From an optimization exercise on the open Yosys and OpenROAD flow, aimed at small area and few clock cycles per item; shortcuts taken in it are not production practice.
RTL that was checked went through simulation tests only; none was proved equivalent to the original.
Power and IR drop assume default switching activity.

==> build 26: inputs <==
Design swt16_top, start of the top module:
module swt16_top (
   input  wire        clock,
   input  wire        rst,
   input  wire        instr_valid,
   input  wire [15:0] instr,
   output wire        instr_ready,
   output wire        wb_valid,
   input  wire        wb_ready,
   output wire [3:0]  wb_reg_idx,
   output wire [15:0] wb_data
);
==> module swt16_top, before the edit <==
module swt16_top (
   input  wire        clock,
   input  wire        rst,
   input  wire        instr_valid,
   input  wire [15:0] instr,
   output wire        instr_ready,
   output wire        wb_valid,
   input  wire        wb_ready,
   output wire [3:0]  wb_reg_idx,
   output wire [15:0] wb_data
);
   logic [15:0] regs [16];
   logic        out_valid;
   logic [3:0]  out_idx;
   logic [15:0] out_data;
   wire [3:0] opcode = instr[15:12];
   wire [3:0] rd     = instr[11:8];
   logic [15:0] a, b;
   always_comb begin
      a = '0;
      b = '0;
      for (int i = 0; i < 16; i++) begin
         a = a | ({16{instr[7:4] == 4'(i)}} & regs[i]);
         b = b | ({16{instr[3:0] == 4'(i)}} & regs[i]);
      end
   end
   wire has_res = (opcode >= 4'd1) && (opcode <= 4'd9);
   assign instr_ready = !out_valid || wb_ready;
   wire take = instr_valid && instr_ready && has_res;
   wire        is_sub = (opcode == 4'd3);
   wire [15:0] bx     = b ^ {16{is_sub}};
   wire [15:0] p      = a ^ bx;
   wire [15:0] g      = a & bx;
   logic [15:0] gg, pp;
   always_comb begin
      gg = g;
      pp = p;
      gg[0] = g[0] | (p[0] & is_sub);
      for (int d = 1; d < 16; d = d * 2)
         for (int i = 2 * d - 1; i < 16; i = i + 2 * d) begin
            gg[i] = gg[i] | (pp[i] & gg[i-d]);
            pp[i] = pp[i] & pp[i-d];
         end
      for (int d = 4; d >= 1; d = d / 2)
         for (int i = 3 * d - 1; i < 16; i = i + 2 * d) begin
            gg[i] = gg[i] | (pp[i] & gg[i-d]);
            pp[i] = pp[i] & pp[i-d];
         end
   end
   wire [15:0] sum = p ^ {gg[14:0], is_sub};
   wire [3:0]  sh     = b[3:0];
   wire        is_sll = (opcode == 4'd7);
   wire        fill   = (opcode == 4'd9) & a[15];
   logic [15:0] a_rev, shr_rev;
   always_comb begin
      for (int i = 0; i < 16; i++) a_rev[i] = a[15-i];
   end
   wire [15:0] sh_in = is_sll ? a_rev : a;
   wire [15:0] shr   = 16'($signed({fill, sh_in}) >>> sh);
   always_comb begin
      for (int i = 0; i < 16; i++) shr_rev[i] = shr[15-i];
   end
   wire s_ldi = !rst && opcode == 4'd1;
   wire s_add = !rst && (opcode == 4'd2 || opcode == 4'd3);
   wire s_and = !rst && opcode == 4'd4;
   wire s_or  = !rst && opcode == 4'd5;
   wire s_xor = !rst && opcode == 4'd6;
   wire s_sl  = !rst && opcode == 4'd7;
   wire s_sr  = !rst && (opcode == 4'd8 || opcode == 4'd9);
   wire [3:0] lut = {s_and | s_or, s_or | s_xor, s_or | s_xor, 1'b0};
   logic [15:0] lg;
   always_comb for (int i = 0; i < 16; i++) lg[i] = lut[{a[i], b[i]}];
   wire [15:0] res = ({16{s_ldi}} & {8'h00, instr[7:0]})
                   | ({16{s_add}} & sum)
                   | lg
                   | ({16{s_sl}}  & shr_rev)
                   | ({16{s_sr}}  & shr);
   always_ff @(posedge clock) begin
      if (rst) out_valid <= 1'b0;
      else if (instr_ready) out_valid <= instr_valid && has_res;
   end
   always_ff @(posedge clock) begin
      for (int i = 0; i < 16; i++)
         if (rst || (take && rd == 4'(i))) regs[i] <= res;
   end
   always_ff @(posedge clock) begin
      if (take) begin
         out_idx  <= rd;
         out_data <= res;
      end
   end
   assign wb_valid   = out_valid;
   assign wb_reg_idx = out_idx;
   assign wb_data    = out_data;
endmodule
Settings: LEC_CHECK=0, CAP_MARGIN=10, CORE_MARGIN=2, CORE_UTILIZATION=60, PLACE_DENSITY=0.8, SETUP_SLACK_MARGIN=0.12, SLEW_MARGIN=10; clock period 6.0 ns.
standard.sh (not shown) runs the stock make flow with config.mk's settings and CLKGATE_MAP_FILE= SYNTH_SCRIPT=/design/flow/synth_recipe.tcl, a recipe that flattens the netlist after the stock synthesis.
==> flow/flow/run.sh <==
#!/bin/bash
# Own layout flow: the standard flow, with an area-oriented ABC mapping
# script in synthesis and smaller buffers in the layout. Each step's output
# goes to a log file of its own in the work folder.
set -euo pipefail
W=$PWD
F=$W/flow

# Synthesis: ORFS's synth.tcl with only the ABC script replaced
sed -e "s#log_cmd abc {\*}\$abc_args#set abc_args [lreplace \$abc_args 1 1 $F/area.abc]; log_cmd abc {*}\$abc_args#" \
   "$FLOW_HOME/scripts/synth.tcl" > "$W/own_synth.tcl"
grep -q "$F/area.abc" "$W/own_synth.tcl"
sed -e "s#source \$::env(SCRIPTS_DIR)/synth.tcl#source $W/own_synth.tcl#" synth_recipe.tcl > "$W/own_synth_recipe.tcl"
grep -q "own_synth.tcl" "$W/own_synth_recipe.tcl"
sed -e "s#SYNTH_SCRIPT=[^ ]*#SYNTH_SCRIPT=$W/own_synth_recipe.tcl#" standard.sh > "$W/own_standard.sh"
grep -q "own_synth_recipe.tcl" "$W/own_standard.sh"

SYNTH_KNOBS=()
KNOBS=()
source "$F/knobs.sh"

bash "$W/own_standard.sh" "${SYNTH_KNOBS[@]}" synth > "$W/synth.log" 2>&1
bash "$W/own_standard.sh" "${KNOBS[@]}" finish > "$W/layout.log" 2>&1
==> flow/flow/area.abc <==
strash
&get -n
&st
&dch
&nf
&put
&get -n
&st
&dch
&nf
&put
&get -n
&st
&dch
&nf
&put
&get -n
&st
&dch
&nf
&put
==> flow/flow/knobs.sh <==
SYNTH_KNOBS=("ADDER_MAP_FILE=")
KNOBS=(
  "DONT_BUFFER_PORTS=1"
  "PRE_GLOBAL_PLACE_TCL=$F/ports.tcl"
  "CTS_ARGS=-sink_clustering_enable -repair_clock_nets -dont_use_dummy_load -sink_clustering_size 16 -sink_clustering_max_diameter 60 -buf_list {sky130_fd_sc_hd__clkbuf_8}"
  "GPL_TIMING_DRIVEN=0"
)
==> flow/flow/ports.tcl <==
# Port buffers in place of ORFS's buffer_ports call (DONT_BUFFER_PORTS=1):
# every input and output port gets a buffer, a stronger one on the inputs,
# which fan out to the register-file read decoders.
buffer_ports -inputs -buffer_cell sky130_fd_sc_hd__buf_4
buffer_ports -outputs -buffer_cell sky130_fd_sc_hd__buf_1
==> inputs of build 58, as changes to build 26 <==
--- a/flow/design.v
+++ b/flow/design.v
@@ -69,12 +69,11 @@
    wire s_xor = !rst && opcode == 4'd6;
    wire s_sl  = !rst && opcode == 4'd7;
    wire s_sr  = !rst && (opcode == 4'd8 || opcode == 4'd9);
-   wire [3:0] lut = {s_and | s_or, s_or | s_xor, s_or | s_xor, 1'b0};
-   logic [15:0] lg;
-   always_comb for (int i = 0; i < 16; i++) lg[i] = lut[{a[i], b[i]}];
    wire [15:0] res = ({16{s_ldi}} & {8'h00, instr[7:0]})
                    | ({16{s_add}} & sum)
-                   | lg
+                   | ({16{s_and}} & g)
+                   | ({16{s_or}}  & (p | g))
+                   | ({16{s_xor}} & p)
                    | ({16{s_sl}}  & shr_rev)
                    | ({16{s_sr}}  & shr);
    always_ff @(posedge clock) begin
--- a/flow/flow/run.sh
+++ b/flow/flow/run.sh
@@ -15,9 +15,7 @@
 sed -e "s#SYNTH_SCRIPT=[^ ]*#SYNTH_SCRIPT=$W/own_synth_recipe.tcl#" standard.sh > "$W/own_standard.sh"
 grep -q "own_synth_recipe.tcl" "$W/own_standard.sh"
 
-SYNTH_KNOBS=()
-KNOBS=()
 source "$F/knobs.sh"
 
-bash "$W/own_standard.sh" "${SYNTH_KNOBS[@]}" synth > "$W/synth.log" 2>&1
+bash "$W/own_standard.sh" synth > "$W/synth.log" 2>&1
 bash "$W/own_standard.sh" "${KNOBS[@]}" finish > "$W/layout.log" 2>&1
==> flow/flow/area.abc (replaced) <==
strash
balance
dch
&get -n
&nf -a -R 1000
&put
==> flow/flow/knobs.sh (replaced) <==
KNOBS=(
  "BUFFER_PORTS_ARGS=-buffer_cell sky130_fd_sc_hd__buf_1"
  "CTS_ARGS=-sink_clustering_enable -repair_clock_nets -dont_use_dummy_load -buf_list {sky130_fd_sc_hd__clkbuf_4 sky130_fd_sc_hd__clkbuf_8}"
  "GPL_TIMING_DRIVEN=0"
)
==> flow/config.mk (replaced) <==
export PLATFORM = sky130hd
export DESIGN_NAME = swt16_top
export DESIGN_NICKNAME = swt16_top
export VERILOG_FILES = /design/flow/design.v
export SDC_FILE = /design/flow/constraint.sdc
export NUM_CORES = 4
export LEC_CHECK = 0
export CAP_MARGIN = 20
export CORE_MARGIN = 2
export CORE_UTILIZATION = 40
export SLEW_MARGIN = 20
removed: flow/flow/ports.tcl
==> inputs of trial 60, as changes to build 26 <==
==> flow/design.v (replaced) <==
`timescale 1ns/1ps
`default_nettype none
module swt16_top (
   input  wire        clock,
   input  wire        rst,
   input  wire        instr_valid,
   input  wire [15:0] instr,
   output wire        instr_ready,
   output wire        wb_valid,
   input  wire        wb_ready,
   output wire [3:0]  wb_reg_idx,
   output wire [15:0] wb_data
);
   logic [15:0] regs [16];
   logic        out_valid;
   logic [3:0]  out_idx;
   logic [15:0] out_data;
   wire [3:0] opcode = instr[15:12];
   wire [3:0] rd     = instr[11:8];
   logic [15:0] a, b;
   always_comb begin
      a = '0;
      b = '0;
      for (int i = 0; i < 16; i++) begin
         a = a | ({16{instr[7:4] == 4'(i)}} & regs[i]);
         b = b | ({16{instr[3:0] == 4'(i)}} & regs[i]);
      end
   end
   wire [3:0] sh     = b[3:0];
   wire has_res = (opcode >= 4'd1) && (opcode <= 4'd9);
   assign instr_ready = !out_valid || wb_ready;
   wire take = instr_valid && instr_ready && has_res;
   wire        is_sub = (opcode == 4'd3);
   wire [15:0] bx     = b ^ {16{is_sub}};
   logic [16:0] cy;
   logic [15:0] sum;
   always_comb begin
      cy[0] = is_sub;
      for (int i = 0; i < 16; i++) begin
         sum[i]   = a[i] ^ bx[i] ^ cy[i];
         cy[i+1]  = (a[i] & bx[i]) | (cy[i] & (a[i] ^ bx[i]));
      end
   end
   wire        is_sll = (opcode == 4'd7);
   wire        fill   = (opcode == 4'd9) & a[15];
   logic [15:0] a_rev, shr, shr_rev;
   always_comb begin
      for (int i = 0; i < 16; i++) a_rev[i] = a[15-i];
   end
   wire [15:0] sh_in = is_sll ? a_rev : a;
   assign shr = 16'($signed({fill, sh_in}) >>> sh);
   always_comb begin
      for (int i = 0; i < 16; i++) shr_rev[i] = shr[15-i];
   end
   wire [15:0] shres = is_sll ? shr_rev : shr;
   wire s_ldi = !rst && opcode == 4'd1;
   wire s_add = !rst && (opcode == 4'd2 || opcode == 4'd3);
   wire s_and = !rst && opcode == 4'd4;
   wire s_or  = !rst && opcode == 4'd5;
   wire s_xor = !rst && opcode == 4'd6;
   wire s_sh  = !rst && (opcode == 4'd7 || opcode == 4'd8 || opcode == 4'd9);
   wire [15:0] res = ({16{s_ldi}} & {8'h00, instr[7:0]})
                   | ({16{s_add}} & sum)
                   | ({16{s_and}} & (a & bx))
                   | ({16{s_or}}  & (a | bx))
                   | ({16{s_xor}} & (a ^ bx))
                   | ({16{s_sh}}  & shres);
   always_ff @(posedge clock) begin
      if (rst) out_valid <= 1'b0;
      else if (instr_ready) out_valid <= instr_valid && has_res;
   end
   always_ff @(posedge clock) begin
      for (int i = 0; i < 16; i++)
         if (rst || (take && rd == 4'(i))) regs[i] <= res;
   end
   always_ff @(posedge clock) begin
      if (take) begin
         out_idx  <= rd;
         out_data <= res;
      end
   end
   assign wb_valid   = out_valid;
   assign wb_reg_idx = out_idx;
   assign wb_data    = out_data;
endmodule
`default_nettype wire
--- a/flow/flow/run.sh
+++ b/flow/flow/run.sh
@@ -15,9 +15,7 @@
 sed -e "s#SYNTH_SCRIPT=[^ ]*#SYNTH_SCRIPT=$W/own_synth_recipe.tcl#" standard.sh > "$W/own_standard.sh"
 grep -q "own_synth_recipe.tcl" "$W/own_standard.sh"
 
-SYNTH_KNOBS=()
-KNOBS=()
 source "$F/knobs.sh"
 
-bash "$W/own_standard.sh" "${SYNTH_KNOBS[@]}" synth > "$W/synth.log" 2>&1
+bash "$W/own_standard.sh" synth > "$W/synth.log" 2>&1
 bash "$W/own_standard.sh" "${KNOBS[@]}" finish > "$W/layout.log" 2>&1
==> flow/flow/area.abc (replaced) <==
strash
balance
dch
&get -n
&nf -a -R 1000
&put
==> flow/flow/knobs.sh (replaced) <==
KNOBS=(
  "BUFFER_PORTS_ARGS=-buffer_cell sky130_fd_sc_hd__buf_1"
  "CTS_ARGS=-sink_clustering_enable -repair_clock_nets -dont_use_dummy_load -buf_list {sky130_fd_sc_hd__clkbuf_4 sky130_fd_sc_hd__clkbuf_8}"
  "GPL_TIMING_DRIVEN=0"
)
==> flow/config.mk (replaced) <==
export PLATFORM = sky130hd
export DESIGN_NAME = swt16_top
export DESIGN_NICKNAME = swt16_top
export VERILOG_FILES = /design/flow/design.v
export SDC_FILE = /design/flow/constraint.sdc
export NUM_CORES = 4
export LEC_CHECK = 0
export CAP_MARGIN = 20
export CORE_MARGIN = 2
export CORE_UTILIZATION = 40
export SLEW_MARGIN = 20
removed: flow/flow/ports.tcl
==> comparison table <==
Status: build 26 complete, no violations; trial 60 failed layout checks; build 58 complete, no violations
Violated checks: build 26 -; trial 60 negative setup slack; build 58 -
Met2 routing resource usage after global routing: build 26 0.5521; trial 60 0.4571; build 58 0.4279
Inserted Clock Buffers: build 26 21; trial 60 45; build 58 46
Int Power: build 26 3.051 mW; trial 60 3.461 mW; build 58 3.445 mW
Fmax: build 26 173.7 MHz; trial 60 119.0 MHz; build 58 171.6 MHz
Switching power total: build 26 1.342 mW; trial 60 1.582 mW; build 58 1.506 mW
Multi-input gate share of the layout cell area: build 26 0.3481; trial 60 0.3495; build 58 0.3378
H-tree levels: build 26 1; trial 60 2; build 58 2
Overall track demand over capacity in global routing: build 26 0.3772; trial 60 0.3136; build 58 0.2960
Top cell type's share of synthesized area: build 26 0.6295; trial 60 0.6150; build 58 0.6150
R2r endpoint: build 26 regs[4][10]; trial 60 regs[0][14]; build 58 out_data[12]
Least-Margin Pin Slew: build 26 1.286 ns; trial 60 1.427 ns; build 58 1.354 ns
Placeable core region: build 26 0.02169 sq mm; trial 60 0.03336 sq mm; build 58 0.03336 sq mm
Clock insertion delay at the later pin of the skew report: build 26 0.56 ns; trial 60 0.57 ns; build 58 0.59 ns
Clock network share of area: build 26 0.01955; trial 60 0.03533; build 58 0.03738
Power per standard cell area: build 26 297.2 mW/mm^2; trial 60 287.7 mW/mm^2; build 58 292.3 mW/mm^2
DIE WIDTH: build 26 152.1 microns; trial 60 187.6 microns; build 58 187.5 microns
Proportion of final cell area spent on non-clock buffers: build 26 0.04460; trial 60 0.1009; build 58 0.09124
Worst slew margin relative to its limit: build 26 0.1428; trial 60 0.03855; build 58 0.09341
Inverter count: build 26 8; trial 60 38; build 58 44
Share of the final layout cell area in sequential cells: build 26 0.5620; trial 60 0.4739; build 58 0.4906
Total wire length after detailed routing: build 26 45,670 microns; trial 60 57,840 microns; build 58 53,250 microns
Part of the total power dissipated in the clock network: build 26 0.196; trial 60 0.263; build 58 0.269
Layout cell share with drive strength beyond 1: build 26 0.1058; trial 60 0.2589; build 58 0.2201
Met1 Use GR: build 26 0.5138; trial 60 0.4079; build 58 0.3945
Utilization after layout: build 26 0.6816; trial 60 0.5254; build 58 0.5076
Testbench counts of build 26, summed over its fixed seeds: cycles 40,008, items 40,000.
Testbench counts of build 58, summed over its fixed seeds: cycles 40,008, items 40,000.
The RTL of trial 60 was laid out without a check of its function.

[separate check: timing with driven ports]
In the flow no input, the clock included, has a driving cell. The finished layouts below were timed again as built, in two steps. Step 1 (the two cells are an assumption about what drives the block):
set clk [get_ports {clock}]
set_driving_cell -lib_cell sky130_fd_sc_hd__clkbuf_16 $clk
set_driving_cell -lib_cell sky130_fd_sc_hd__buf_2 [delete_from_list [all_inputs] $clk]
Step 2 also shifts input and output timing later by t, the mid clock arrival at the registers, as if the neighbouring blocks saw the same clock. Slacks: ideal / step 1 / step 2; pairs: ideal / step 1.
run | t, ns | setup slack, ns | clock arrival spread, ns | worst register clock-pin slew, ns | worst data-port slew with drivers (ns)
build 26 | 0.573 | 0.244 / 0.250 / -0.322 | 0.051 / 0.051 | 0.10 / 0.10 | 0.04
build 58 | 0.596 | 0.174 / 0.179 / -0.417 | 0.079 / 0.078 | 0.07 / 0.07 | 0.06
trial 60 | 0.583 | -2.401 / -2.426 / -3.008 | 0.075 / 0.075 | 0.06 / 0.06 | 0.09
With both steps, setup timing fails in build 26 and build 58, where it was met with ideal ports. For trial 60, which loses most, drivers alone change the setup slack by -0.025 ns; drivers and shift together by -0.607 ns.
